Background: an optimization exercise with open tools, aiming at small area, a short achievable clock period and few clock cycles per item. Do not read the settings as production practice. At most, simulation tests tie the RTL to the original design; equivalence was not proved.

==> module spmm_control, before the edit <==
module spmm_control (
    input  logic              clk,
    input  logic              reset,
    input  logic              start,
    input  spmm_pkg::prec_t   precision,
    input  logic [16*8-1:0]   a_flat,
    input  logic [16*8-1:0]   b_flat,
    input  logic [15:0]       a_nz,
    input  logic [15:0]       b_nz,
    input  logic [15:0]       a_nz_next,
    input  logic [15:0]       b_nz_next,
    output logic              busy_o,
    output logic              done,
    output logic              sel_valid,
    output spmm_pkg::engine_t sel_engine,
    output spmm_pkg::cnt_t    macs_executed,
    output spmm_pkg::cnt_t    macs_skipped,
    output logic              c_clear,
    output logic [3:0]        mac_neg,
    output logic [3:0]        mac_one,
    output logic [3:0]        mac_two,
    output logic [4*8-1:0]    mac_b,
    output logic              mac_cont,
    output logic              mac_valid,
    output logic [1:0]        mac_row,
    output logic              wr_valid,
    output logic [1:0]        wr_row
);
    logic [15:0] pending;       
    logic [15:0] mask_next;
    logic        busy;
    logic [15:0] src;
    logic [15:0] pick;
    logic [3:0]  row_any;
    logic [3:0]  row_first;
    logic [3:0]  col_first [4];
    logic [7:0]  row_a [4];
    logic [1:0]  pick_row;
    logic [3:0]  pick_k_hot;
    logic [7:0]  pick_a;
    logic [31:0] pick_b;
    logic [2:0]  pick_cnt;
    logic [2:0]  b_row_cnt [4];
    logic        issue;
    logic [2:0]  mac_cnt;
    logic [1:0]  sel_row;
    logic [6:0]  exec_cnt;
    logic [6:0]  skip_cnt;
    spmm_pkg::engine_t row_eng [4];
    logic        launch;
    logic        finish;
    for (genvar k = 0; k < 4; k++) begin : g_brow
        assign b_row_cnt[k] = 3'(b_nz[4*k]) + 3'(b_nz[4*k+1]) + 3'(b_nz[4*k+2]) + 3'(b_nz[4*k+3]);
    end
    for (genvar r = 0; r < 4; r++) begin : g_class
        row_sparsity u_class (
            .nz        (a_nz[4*r +: 4]),
            .precision (precision),
            .engine    (row_eng[r])
        );
    end
    always_comb begin
        for (int e = 0; e < 16; e++)
            mask_next[e] = a_nz_next[e] & (|b_nz_next[4*(e%4) +: 4]);
    end
    always_comb begin
        src = pending;
        for (int r = 0; r < 4; r++) begin
            row_any[r] = |src[4*r +: 4];
            col_first[r][0] = src[4*r];
            col_first[r][1] = src[4*r+1] & !src[4*r];
            col_first[r][2] = src[4*r+2] & !src[4*r+1] & !src[4*r];
            col_first[r][3] = src[4*r+3] & !src[4*r+2] & !src[4*r+1] & !src[4*r];
        end
        row_first[0] = row_any[0];
        row_first[1] = row_any[1] & !row_any[0];
        row_first[2] = row_any[2] & !row_any[1] & !row_any[0];
        row_first[3] = row_any[3] & !row_any[2] & !row_any[1] & !row_any[0];
        for (int r = 0; r < 4; r++) begin
            row_a[r] = '0;
            for (int k = 0; k < 4; k++) row_a[r] |= col_first[r][k] ? a_flat[8*(4*r+k) +: 8] : 8'd0;
        end
        pick_row = '0;
        pick_a = '0;
        pick_k_hot = '0;
        for (int r = 0; r < 4; r++) begin
            pick_row |= row_first[r] ? 2'(r) : 2'd0;
            pick_a |= row_first[r] ? row_a[r] : 8'd0;
            pick_k_hot |= row_first[r] ? col_first[r] : 4'd0;
        end
        for (int e = 0; e < 16; e++) pick[e] = row_first[e / 4] & col_first[e / 4][e % 4];
        pick_b = '0;
        pick_cnt = '0;
        for (int k = 0; k < 4; k++) begin
            pick_b |= pick_k_hot[k] ? b_flat[32*k +: 32] : 32'd0;
            pick_cnt |= pick_k_hot[k] ? b_row_cnt[k] : 3'd0;
        end
    end
    assign launch = start && !busy;
    assign c_clear = launch;
    assign finish = busy && pending == '0 && (!sel_valid || sel_row[1]);
    assign issue = (launch || busy) && src != '0;
    always_ff @(posedge clk or posedge reset) begin
        if (reset) begin
            busy <= 1'b0;
            busy_o <= 1'b0;
            done <= 1'b0;
            sel_valid <= 1'b0;
            sel_row <= '0;
            exec_cnt <= '0;
            skip_cnt <= '0;
            mac_valid <= 1'b0;
            wr_valid <= 1'b0;
        end else begin
            done <= 1'b0;
            mac_valid <= issue;
            wr_valid <= mac_valid;
            if (launch) begin
                busy <= 1'b1;
                busy_o <= 1'b1;
                sel_valid <= 1'b1;
                sel_row <= '0;
                exec_cnt <= '0;
                skip_cnt <= 7'd64;
            end else begin
                if (sel_valid) begin
                    sel_row <= sel_row + 1'b1;
                    if (sel_row == 2'd3) sel_valid <= 1'b0;
                end
                if (finish) begin
                    busy <= 1'b0;
                    busy_o <= 1'b0;
                    done <= 1'b1;
                end
                if (mac_valid) begin
                    exec_cnt <= exec_cnt + 7'(mac_cnt);
                    skip_cnt <= skip_cnt - 7'(mac_cnt);
                end
            end
        end
    end
    always_ff @(posedge clk) begin
        if (launch || (busy && !finish)) pending <= src & ~pick;
        else pending <= mask_next;
        mac_row <= pick_row;
        mac_cnt <= pick_cnt;
        mac_cont <= !issue || (busy && mac_valid && mac_row == pick_row);
        mac_b <= pick_b;
        for (int d = 0; d < 4; d++) begin
            logic b2, b1, b0;
            b2 = pick_a[2*d+1];
            b1 = pick_a[2*d];
            b0 = (d == 0) ? 1'b0 : pick_a[2*d-1];
            mac_neg[d] <= issue && (b2 & ~(b1 & b0));
            mac_one[d] <= issue && (b1 ^ b0);
            mac_two[d] <= issue && ((b2 & ~b1 & ~b0) | (~b2 & b1 & b0));
        end
        wr_row <= mac_row;
        if (launch) sel_engine <= row_eng[0];
        else if (sel_valid) sel_engine <= row_eng[sel_row + 2'd1];
    end
    assign macs_executed = {1'b0, exec_cnt};
    assign macs_skipped = {1'b0, skip_cnt};
endmodule
make LEC_CHECK=0 ABC_AREA=1 CAP_MARGIN=20 CORE_MARGIN=2 CORE_UTILIZATION=40 CTS_CLUSTER_DIAMETER=60 CTS_CLUSTER_SIZE=30 SETUP_SLACK_MARGIN=4.5 SLEW_MARGIN=20 finish   # period 7.0 ns
run.sh (not shown) runs the stock make flow with config.mk's settings and CLKGATE_MAP_FILE= SYNTH_SCRIPT=/design/flow/synth_recipe.tcl, a recipe that flattens the netlist after the stock synthesis.
==> next run, changes <==
--- a/flow/design.v
+++ b/flow/design.v
@@ -501,8 +501,5 @@
     logic [15:0] src;
     logic [15:0] pick;
-    logic [3:0]  row_any;
-    logic [3:0]  row_first;
-    logic [3:0]  col_first [4];
-    logic [7:0]  row_a [4];
+    logic [15:0] pick_below;    
     logic [1:0]  pick_row;
     logic [3:0]  pick_k_hot;
@@ -530,4 +527,8 @@
     end
     always_comb begin
+        pick_below[0] = src[0];
+        for (int e = 1; e < 16; e++) pick_below[e] = pick_below[e-1] | src[e];
+    end
+    always_comb begin
         for (int e = 0; e < 16; e++)
             mask_next[e] = a_nz_next[e] & (|b_nz_next[4*(e%4) +: 4]);
@@ -535,31 +536,15 @@
     always_comb begin
         src = pending;
-        for (int r = 0; r < 4; r++) begin
-            row_any[r] = |src[4*r +: 4];
-            col_first[r][0] = src[4*r];
-            col_first[r][1] = src[4*r+1] & !src[4*r];
-            col_first[r][2] = src[4*r+2] & !src[4*r+1] & !src[4*r];
-            col_first[r][3] = src[4*r+3] & !src[4*r+2] & !src[4*r+1] & !src[4*r];
-        end
-        row_first[0] = row_any[0];
-        row_first[1] = row_any[1] & !row_any[0];
-        row_first[2] = row_any[2] & !row_any[1] & !row_any[0];
-        row_first[3] = row_any[3] & !row_any[2] & !row_any[1] & !row_any[0];
-        for (int r = 0; r < 4; r++) begin
-            row_a[r] = '0;
-            for (int k = 0; k < 4; k++) row_a[r] |= col_first[r][k] ? a_flat[8*(4*r+k) +: 8] : 8'd0;
-        end
+        pick = src & ~{pick_below[14:0], 1'b0};
         pick_row = '0;
         pick_a = '0;
-        pick_k_hot = '0;
-        for (int r = 0; r < 4; r++) begin
-            pick_row |= row_first[r] ? 2'(r) : 2'd0;
-            pick_a |= row_first[r] ? row_a[r] : 8'd0;
-            pick_k_hot |= row_first[r] ? col_first[r] : 4'd0;
+        for (int e = 0; e < 16; e++) begin
+            pick_row |= pick[e] ? 2'(e / 4) : 2'd0;
+            pick_a |= pick[e] ? a_flat[8*e +: 8] : 8'd0;
         end
-        for (int e = 0; e < 16; e++) pick[e] = row_first[e / 4] & col_first[e / 4][e % 4];
         pick_b = '0;
         pick_cnt = '0;
         for (int k = 0; k < 4; k++) begin
+            pick_k_hot[k] = pick[k] | pick[k+4] | pick[k+8] | pick[k+12];
             pick_b |= pick_k_hot[k] ? b_flat[32*k +: 32] : 32'd0;
             pick_cnt |= pick_k_hot[k] ? b_row_cnt[k] : 3'd0;
The changed run completed without violations.
Register-to-register slack degrades by 30 ps.
Non-clock buffer count drops by 20.
Worst setup slack degrades by 25 ps.
Hold slack degrades by 35 ps.
Synthesized area drops by about 0.9%.
Final cell count drops by about 2.8%.
Testbench counts after the change, summed over its fixed seeds: cycles 7,957, jobs 192.
Only the layout flow was run in the first run of this note; the RTL was not checked for function there.

========
## the reference run
spmm_top, a different RTL version from the one above (not shown whole).
Size: ~3700 cells after synthesis, roughly 690 flip-flops, about 60 I/O pins.
==> module operand_store, before the edit <==
module operand_store (
    input  logic            clk,
    input  logic            load_en,
    input  logic            load_sel,
    input  spmm_pkg::idx_t  load_addr,
    input  spmm_pkg::elem_t load_data,
    output logic [16*8-1:0] a_flat,
    output logic [16*8-1:0] b_flat,
    output logic [15:0]     a_nz,
    output logic [15:0]     b_nz,
    output logic [15:0]     a_nz_next,    
    output logic [15:0]     b_nz_next
);
    spmm_pkg::elem_t mem_a [16];
    spmm_pkg::elem_t mem_b [16];
    logic            data_nz;
    assign data_nz = (load_data != '0);
    always_ff @(posedge clk) begin
        for (int e = 0; e < 16; e++) begin
            if (load_en && !load_sel && load_addr == e) begin
                mem_a[e] <= load_data;
            end
            if (load_en && load_sel && load_addr == e) begin
                mem_b[e] <= load_data;
            end
        end
    end
    always_comb begin
        for (int e = 0; e < 16; e++) begin
            a_nz[e] = (mem_a[e] != '0);
            b_nz[e] = (mem_b[e] != '0);
            a_nz_next[e] = (load_en && !load_sel && load_addr == e) ? data_nz : a_nz[e];
            b_nz_next[e] = (load_en && load_sel && load_addr == e) ? data_nz : b_nz[e];
            a_flat[8*e +: 8] = mem_a[e];
            b_flat[8*e +: 8] = mem_b[e];
        end
    end
endmodule
export LEC_CHECK = 0
export ABC_AREA = 1
export CAP_MARGIN = 20
export CORE_MARGIN = 2
export CORE_UTILIZATION = 40
export CTS_CLUSTER_DIAMETER = 80
export CTS_CLUSTER_SIZE = 30
export SETUP_SLACK_MARGIN = 4.5
export SLEW_MARGIN = 20
export TNS_END_PERCENT = 10
create_clock -name core_clock -period 7.0 [get_ports {clk}]
Testbench counts of the reference run, summed over its fixed seeds: cycles 7,957, jobs 192.
For the trial run, these inputs were changed with respect to the reference run:
diff --git a/flow/design.v b/flow/design.v
--- a/flow/design.v
+++ b/flow/design.v
@@ -44,18 +44,18 @@
     always_ff @(posedge clk) begin
         for (int e = 0; e < 16; e++) begin
             if (load_en && !load_sel && load_addr == e) begin
                 mem_a[e] <= load_data;
+                a_nz[e] <= data_nz;
             end
             if (load_en && load_sel && load_addr == e) begin
                 mem_b[e] <= load_data;
+                b_nz[e] <= data_nz;
             end
         end
     end
     always_comb begin
         for (int e = 0; e < 16; e++) begin
-            a_nz[e] = (mem_a[e] != '0);
-            b_nz[e] = (mem_b[e] != '0);
             a_nz_next[e] = (load_en && !load_sel && load_addr == e) ? data_nz : a_nz[e];
             b_nz_next[e] = (load_en && load_sel && load_addr == e) ? data_nz : b_nz[e];
             a_flat[8*e +: 8] = mem_a[e];
             b_flat[8*e +: 8] = mem_b[e];
Notes after the runs:
- Per the comparison of the trial run with the reference run, number of vias per cell went down; sequential cell area now sits higher; smallest setup slack after layout fell 0.063 ns.
- The trial run vs the reference run on routed wire length: the trial run is the lower one.
- In the reports for the reference run and the trial run, the smaller number of antenna diodes belongs to the reference run.
- Die footprint in the trial run is about 0.56% below the reference run.
- From the reference run to the trial run the numbers moved as follows: sequential share of layout area rose 1.9 points; final area fell about 0.8%; buffer count excluding the clock tree in the final layout rose about 7%; maximum clock frequency fell 2.3%.
Testbench counts of the trial run, summed over its fixed seeds: cycles 7,957, jobs 192.

========
Starting RTL as in the previous note.
## spmm_top
module spmm_top (
    input  logic              clk,
    input  logic              reset,
    input  logic              load_en,
    input  logic              load_sel,
    input  spmm_pkg::idx_t    load_addr,
    input  spmm_pkg::elem_t   load_data,
    input  spmm_pkg::prec_t   precision,
    input  logic              start,
    output logic              busy,
    output logic              done,
    output logic              sel_valid,
    output spmm_pkg::engine_t sel_engine,
    output spmm_pkg::cnt_t    macs_executed,
    output spmm_pkg::cnt_t    macs_skipped,
    input  spmm_pkg::idx_t    result_addr,
    output spmm_pkg::prod_t   result_data
);
==> module spmm_control, before the edit <==
module spmm_control (
    input  logic              clk,
    input  logic              reset,
    input  logic              start,
    input  spmm_pkg::prec_t   precision,
    input  logic [16*8-1:0]   a_flat,
    input  logic [16*8-1:0]   b_flat,
    input  logic [15:0]       a_nz,
    input  logic [15:0]       b_nz,
    input  logic [15:0]       a_nz_next,
    input  logic [15:0]       b_nz_next,
    output logic              busy_o,
    output logic              done,
    output logic              sel_valid,
    output spmm_pkg::engine_t sel_engine,
    output spmm_pkg::cnt_t    macs_executed,
    output spmm_pkg::cnt_t    macs_skipped,
    output logic              c_clear,
    output logic [3:0]        mac_neg,
    output logic [3:0]        mac_one,
    output logic [3:0]        mac_two,
    output logic [4*8-1:0]    mac_b,
    output logic              mac_cont,
    output logic              mac_valid,
    output logic [1:0]        mac_row,
    output logic              wr_valid,
    output logic [1:0]        wr_row
);
    logic [15:0] pending;       
    logic [15:0] mask_next;
    logic        busy;
    logic [15:0] src;
    logic [15:0] pick;
    logic [15:0] pick_below;    
    logic [1:0]  pick_row;
    logic [3:0]  pick_k_hot;
    logic [7:0]  pick_a;
    logic [31:0] pick_b;
    logic [2:0]  pick_cnt;
    logic [2:0]  b_row_cnt [4];
    logic        issue;
    logic [2:0]  mac_cnt;
    logic [1:0]  sel_row;
    logic [6:0]  exec_cnt;
    logic [6:0]  skip_cnt;
    spmm_pkg::engine_t row_eng [4];
    logic        launch;
    logic        finish;
    for (genvar k = 0; k < 4; k++) begin : g_brow
        assign b_row_cnt[k] = 3'(b_nz[4*k]) + 3'(b_nz[4*k+1]) + 3'(b_nz[4*k+2]) + 3'(b_nz[4*k+3]);
    end
    for (genvar r = 0; r < 4; r++) begin : g_class
        row_sparsity u_class (
            .nz        (a_nz[4*r +: 4]),
            .precision (precision),
            .engine    (row_eng[r])
        );
    end
    always_comb begin
        pick_below[0] = src[0];
        for (int e = 1; e < 16; e++) pick_below[e] = pick_below[e-1] | src[e];
    end
    always_comb begin
        for (int e = 0; e < 16; e++)
            mask_next[e] = a_nz_next[e] & (|b_nz_next[4*(e%4) +: 4]);
    end
    always_comb begin
        src = pending;
        pick = src & ~{pick_below[14:0], 1'b0};
        pick_row = '0;
        pick_a = '0;
        for (int e = 0; e < 16; e++) begin
            pick_row |= pick[e] ? 2'(e / 4) : 2'd0;
            pick_a |= pick[e] ? a_flat[8*e +: 8] : 8'd0;
        end
        pick_b = '0;
        pick_cnt = '0;
        for (int k = 0; k < 4; k++) begin
            pick_k_hot[k] = pick[k] | pick[k+4] | pick[k+8] | pick[k+12];
            pick_b |= pick_k_hot[k] ? b_flat[32*k +: 32] : 32'd0;
            pick_cnt |= pick_k_hot[k] ? b_row_cnt[k] : 3'd0;
        end
    end
    assign launch = start && !busy;
    assign c_clear = launch;
    assign finish = busy && pending == '0 && (!sel_valid || sel_row[1]);
    assign issue = (launch || busy) && src != '0;
    always_ff @(posedge clk or posedge reset) begin
        if (reset) begin
            busy <= 1'b0;
            busy_o <= 1'b0;
            done <= 1'b0;
            sel_valid <= 1'b0;
            sel_row <= '0;
            exec_cnt <= '0;
            skip_cnt <= '0;
            mac_valid <= 1'b0;
            wr_valid <= 1'b0;
        end else begin
            done <= 1'b0;
            mac_valid <= issue;
            wr_valid <= mac_valid;
            if (launch) begin
                busy <= 1'b1;
                busy_o <= 1'b1;
                sel_valid <= 1'b1;
                sel_row <= '0;
                exec_cnt <= '0;
                skip_cnt <= 7'd64;
            end else begin
                if (sel_valid) begin
                    sel_row <= sel_row + 1'b1;
                    if (sel_row == 2'd3) sel_valid <= 1'b0;
                end
                if (finish) begin
                    busy <= 1'b0;
                    busy_o <= 1'b0;
                    done <= 1'b1;
                end
                if (mac_valid) begin
                    exec_cnt <= exec_cnt + 7'(mac_cnt);
                    skip_cnt <= skip_cnt - 7'(mac_cnt);
                end
            end
        end
    end
    always_ff @(posedge clk) begin
        if (launch || (busy && !finish)) pending <= src & ~pick;
        else pending <= mask_next;
        mac_row <= pick_row;
        mac_cnt <= pick_cnt;
        mac_cont <= !issue || (busy && mac_valid && mac_row == pick_row);
        mac_b <= pick_b;
        for (int d = 0; d < 4; d++) begin
            logic b2, b1, b0;
            b2 = pick_a[2*d+1];
            b1 = pick_a[2*d];
            b0 = (d == 0) ? 1'b0 : pick_a[2*d-1];
            mac_neg[d] <= issue && (b2 & ~(b1 & b0));
            mac_one[d] <= issue && (b1 ^ b0);
            mac_two[d] <= issue && ((b2 & ~b1 & ~b0) | (~b2 & b1 & b0));
        end
        wr_row <= mac_row;
        if (launch) sel_engine <= row_eng[0];
        else if (sel_valid) sel_engine <= row_eng[sel_row + 2'd1];
    end
    assign macs_executed = {1'b0, exec_cnt};
    assign macs_skipped = {1'b0, skip_cnt};
endmodule
export LEC_CHECK = 0
export ABC_AREA = 1
export CAP_MARGIN = 20
export CORE_MARGIN = 2
export CORE_UTILIZATION = 40
export CTS_CLUSTER_DIAMETER = 60
export CTS_CLUSTER_SIZE = 30
export SETUP_SLACK_MARGIN = 4.5
export SLEW_MARGIN = 20
export TNS_END_PERCENT = 10
create_clock -name core_clock -period 7.0 [get_ports {clk}]
Testbench counts at the start, summed over its fixed seeds: cycles 7,957, jobs 192.
Edit:
--- a/flow/design.v
+++ b/flow/design.v
@@ -46,7 +46,9 @@
             if (load_en && !load_sel && load_addr == e) begin
                 mem_a[e] <= load_data;
+                a_nz[e] <= data_nz;
             end
             if (load_en && load_sel && load_addr == e) begin
                 mem_b[e] <= load_data;
+                b_nz[e] <= data_nz;
             end
         end
@@ -54,6 +56,4 @@
     always_comb begin
         for (int e = 0; e < 16; e++) begin
-            a_nz[e] = (mem_a[e] != '0);
-            b_nz[e] = (mem_b[e] != '0);
             a_nz_next[e] = (load_en && !load_sel && load_addr == e) ? data_nz : a_nz[e];
             b_nz_next[e] = (load_en && load_sel && load_addr == e) ? data_nz : b_nz[e];
@@ -501,5 +501,8 @@
     logic [15:0] src;
     logic [15:0] pick;
-    logic [15:0] pick_below;    
+    logic [3:0]  row_any;
+    logic [3:0]  row_first;
+    logic [3:0]  col_first [4];
+    logic [7:0]  row_a [4];
     logic [1:0]  pick_row;
     logic [3:0]  pick_k_hot;
@@ -527,8 +530,4 @@
     end
     always_comb begin
-        pick_below[0] = src[0];
-        for (int e = 1; e < 16; e++) pick_below[e] = pick_below[e-1] | src[e];
-    end
-    always_comb begin
         for (int e = 0; e < 16; e++)
             mask_next[e] = a_nz_next[e] & (|b_nz_next[4*(e%4) +: 4]);
@@ -536,15 +535,31 @@
     always_comb begin
         src = pending;
-        pick = src & ~{pick_below[14:0], 1'b0};
+        for (int r = 0; r < 4; r++) begin
+            row_any[r] = |src[4*r +: 4];
+            col_first[r][0] = src[4*r];
+            col_first[r][1] = src[4*r+1] & !src[4*r];
+            col_first[r][2] = src[4*r+2] & !src[4*r+1] & !src[4*r];
+            col_first[r][3] = src[4*r+3] & !src[4*r+2] & !src[4*r+1] & !src[4*r];
+        end
+        row_first[0] = row_any[0];
+        row_first[1] = row_any[1] & !row_any[0];
+        row_first[2] = row_any[2] & !row_any[1] & !row_any[0];
+        row_first[3] = row_any[3] & !row_any[2] & !row_any[1] & !row_any[0];
+        for (int r = 0; r < 4; r++) begin
+            row_a[r] = '0;
+            for (int k = 0; k < 4; k++) row_a[r] |= col_first[r][k] ? a_flat[8*(4*r+k) +: 8] : 8'd0;
+        end
         pick_row = '0;
         pick_a = '0;
-        for (int e = 0; e < 16; e++) begin
-            pick_row |= pick[e] ? 2'(e / 4) : 2'd0;
-            pick_a |= pick[e] ? a_flat[8*e +: 8] : 8'd0;
+        pick_k_hot = '0;
+        for (int r = 0; r < 4; r++) begin
+            pick_row |= row_first[r] ? 2'(r) : 2'd0;
+            pick_a |= row_first[r] ? row_a[r] : 8'd0;
+            pick_k_hot |= row_first[r] ? col_first[r] : 4'd0;
         end
+        for (int e = 0; e < 16; e++) pick[e] = row_first[e / 4] & col_first[e / 4][e % 4];
         pick_b = '0;
         pick_cnt = '0;
         for (int k = 0; k < 4; k++) begin
-            pick_k_hot[k] = pick[k] | pick[k+4] | pick[k+8] | pick[k+12];
             pick_b |= pick_k_hot[k] ? b_flat[32*k +: 32] : 32'd0;
             pick_cnt |= pick_k_hot[k] ? b_row_cnt[k] : 3'd0;
Effect: Non-clock buffer count grows by 25; routed wire length rises by about 1.3%; final area shrinks by 0.38%; global-route usage is higher by 0.32 points; sequential cell count climbs by 32; worst hold slack is worse by 0.013 ns.
Function not checked in the second run of this note: the RTL went through the layout flow alone.

[separate check: timing with driven ports]
In the flow no input, the clock included, has a driving cell. The finished layouts below were timed again as built, in two steps. Step 1 assumes that a clkbuf_16 drives the clock port and a buf_2 every other input. Step 2 also shifts input and output timing later by t, the mid clock arrival at the registers, as if the neighbouring blocks saw the same clock. Slacks: ideal / step 1 / step 2; pairs: ideal / step 1.
| run | t (ns) | setup slack, ns | worst hold slack (ns) |
|---|---|---|---|
| the first run of note 1 | 0.746 | 4.354 / 4.301 / 3.875 | 0.457 / 0.457 / 0.457 |
| the second run of note 1 | 0.722 | 4.329 / 4.318 / 3.843 | 0.421 / 0.421 / 0.421 |
| the reference run | 0.671 | 4.370 / 4.308 / 3.882 | 0.481 / 0.481 / 0.481 |
| the trial run | 0.683 | 4.307 / 4.240 / 3.675 | 0.412 / 0.412 / 0.412 |
| the first run of note 3 | 0.684 | 4.337 / 4.324 / 3.864 | 0.478 / 0.478 / 0.478 |
| the second run of note 3 | 0.736 | 4.313 / 4.254 / 3.655 | 0.466 / 0.466 / 0.466 |
After both steps setup and hold are still met in every run listed. For the second run of note 3, which loses most, drivers alone change the setup slack by -0.059 ns; drivers and shift together by -0.658 ns.
